This design comes from an exercise in tuning for small area, a short achievable clock period and few clock cycles on the open sky130 flow, not from production work. In this exercise RTL edits were held to simulation tests only and were not proved equivalent to the original.

Setup of build 2:
==> flow/design.v (excerpt) <==
module euler_step
#(
  parameter int N    = fixed_pkg::N_DEF,
  parameter int AXES = fixed_pkg::AXES_DEF
) (
  input  logic              clk,
  input  logic              rst_n,
  input  logic              in_valid,
  output logic              in_ready,
  input  logic [N*AXES-1:0] in_pos,
  input  logic [N*AXES-1:0] in_vel,
  input  logic [N*AXES-1:0] in_acc,
  input  logic [N-1:0]      in_dt,
  output logic              out_valid,
  input  logic              out_ready,
  output logic [N*AXES-1:0] out_pos,
  output logic [N*AXES-1:0] out_vel,
  output logic [31:0]       step_cnt
);
clock: 20.0 ns
lec_check: 0
cap_margin: 20
core_margin: 2
core_utilization: 40
slew_margin: 20
synth_hierarchical: 1
standard.sh (not shown) runs the stock make flow with config.mk's settings and CLKGATE_MAP_FILE= SYNTH_SCRIPT=/design/flow/synth_recipe.tcl, a recipe that flattens the netlist after the stock synthesis.
==> flow/flow/run.sh <==
#!/bin/bash
# Standard ORFS layout (the standard.sh, unchanged synthesis), but with timing repair
# aimed at a tighter setup target: SETUP_SLACK_MARGIN asks repair_timing for that much
# slack at the design's own clock and constraints (constraint.sdc is not changed).
set -euo pipefail
MARGIN=$(cat flow/margin.txt)
bash standard.sh SETUP_SLACK_MARGIN=$MARGIN TNS_END_PERCENT=100 finish > run_make.log 2>&1
==> flow/flow/margin.txt <==
14.5
Testbench counts of build 2, summed over its fixed seeds: cycles 4,128.
What build 21 does differently from build 2 at the input level:
- swapping 40 for 55 in CORE_UTILIZATION
==> flow/flow/margin.txt <==
15.0
--- outcome ---
Die area | build 21 < build 2
Cell count along the critical path delta for build 21 relative to build 2: 6 higher
Nothing crashed in build 21 and all stages finished; the problem is that the final layout failed, the offending checks being max-slew violations.
Build 2 finished all stages; the layout is clean.
Between build 2 and build 21, proportion of cell area occupied by registers decreased.
Build 21 against build 2: first-pass GRT wire length went up by about 4.5%, layout overhead on the synthesized area went up by 1.4 points, total clock buffers created by CTS went down by about 4%, cell count went down by 1,421.
Inputs modified between build 21 and build 69:
==> flow/flow/margin.txt <==
14.5
Notes after the runs:
Build 69 ended with less global-route usage than build 21.
Between build 21 and build 69, the flow reports number of buffers inserted to repair setup after CTS decreasing by more than a quarter.
Compared to build 21, build 69 has met3 wirelength from detailed routing about 7% lower.
Higher routing usage on met3 among build 21 and build 69: build 21
In the metrics for build 21 and build 69, the one carrying the higher non-clock buffer count is build 21.
Summary of the comparison: number of standard cells in the layout, taps in and fillers out is lower in build 69, relative to build 21.
Build 69: done, clean on timing, DRC and antenna
Build 21 → build 69: number of antenna cells inserted decreased 3; final area decreased about 2%.
The following lists how build 19 was set up differently from build 69:
- changing CORE_UTILIZATION from 55 to 40
==> flow/flow/margin.txt <==
14.0
Build 19 reached the final stage; the timing, DRC and antenna checks on its layout passed. The global-route usage in build 19 was lower than what build 69 gave. Delta (build 19 minus build 69): initial antenna violation count has increased, relative area of non-clock buffer cells in the final design has decreased, routing usage on met2 has decreased, wire length on met2 has decreased, number of endpoints with negative hold slack in the final report has remained practically unchanged. The required time of the critical path on build 69 is in line with that on build 19. Proportion of synthesized flip-flops having asynchronous set or reset came out exactly the same in build 69 and build 19.
diff inputs: build 19 => build 14
==> flow/flow/margin.txt <==
15.0
## What came out
Between build 19 and build 14, the multi-input logic cell count figures differ only marginally. Slew of the pin with the lowest slew margin: build 14 and build 19 compared, lower one is build 19. Build 19 -> build 14: fraction of synthesis flops using an asynchronous set or reset pin delta 0, exact match. | total routed wirelength | higher: build 14 |. Build 19 has lower met1 track utilization from global routing than build 14. Compared build 19 against build 14; worst-case hold slack within noise. Build 14 vs build 19, global-route track usage on met3 went up by 0.88 points. Relative to build 19, the average vias per placed instance of build 14 is higher by 0.75%. The worst setup slack of build 14 exceeds that of build 19 by 0.089 ns. Build 14 against build 19; wire length of the first global-routing pass is up by a few percent.

[what the ideal ports hide]
Ports are ideal in the flow. The routed layouts listed here were re-timed in OpenROAD. Step 1: set_driving_cell puts a clkbuf_16 on clk and a buf_2 on each other input, an assumption about the parent block. Step 2 adds t to the input delays and takes it off the output delays; t is the mean of the earliest and latest rising clock arrival at the registers after step 1. Input paths then give back, and output paths get back, about the clock's delay inside the block. Slacks: ideal / step 1 / step 2; pairs: ideal / step 1.
| run | shift t [ns] | slack for setup (ns) | pins driven straight from the clock port |
|---|---|---|---|
| build 2 | 1.053 | 14.162 / 14.072 / 13.655 | 1 |
| build 21 | 1.025 | 14.036 / 14.036 / 14.036 | 1 |
| build 69 | 1.023 | 14.118 / 14.118 / 13.712 | 1 |
| build 19 | 1.049 | 14.027 / 13.945 / 13.216 | 1 |
| build 14 | 1.051 | 14.116 / 14.077 / 14.116 | 1 |
The setup slack of build 19, which loses most, moves by -0.082 ns with the drivers and by -0.811 ns with both steps.
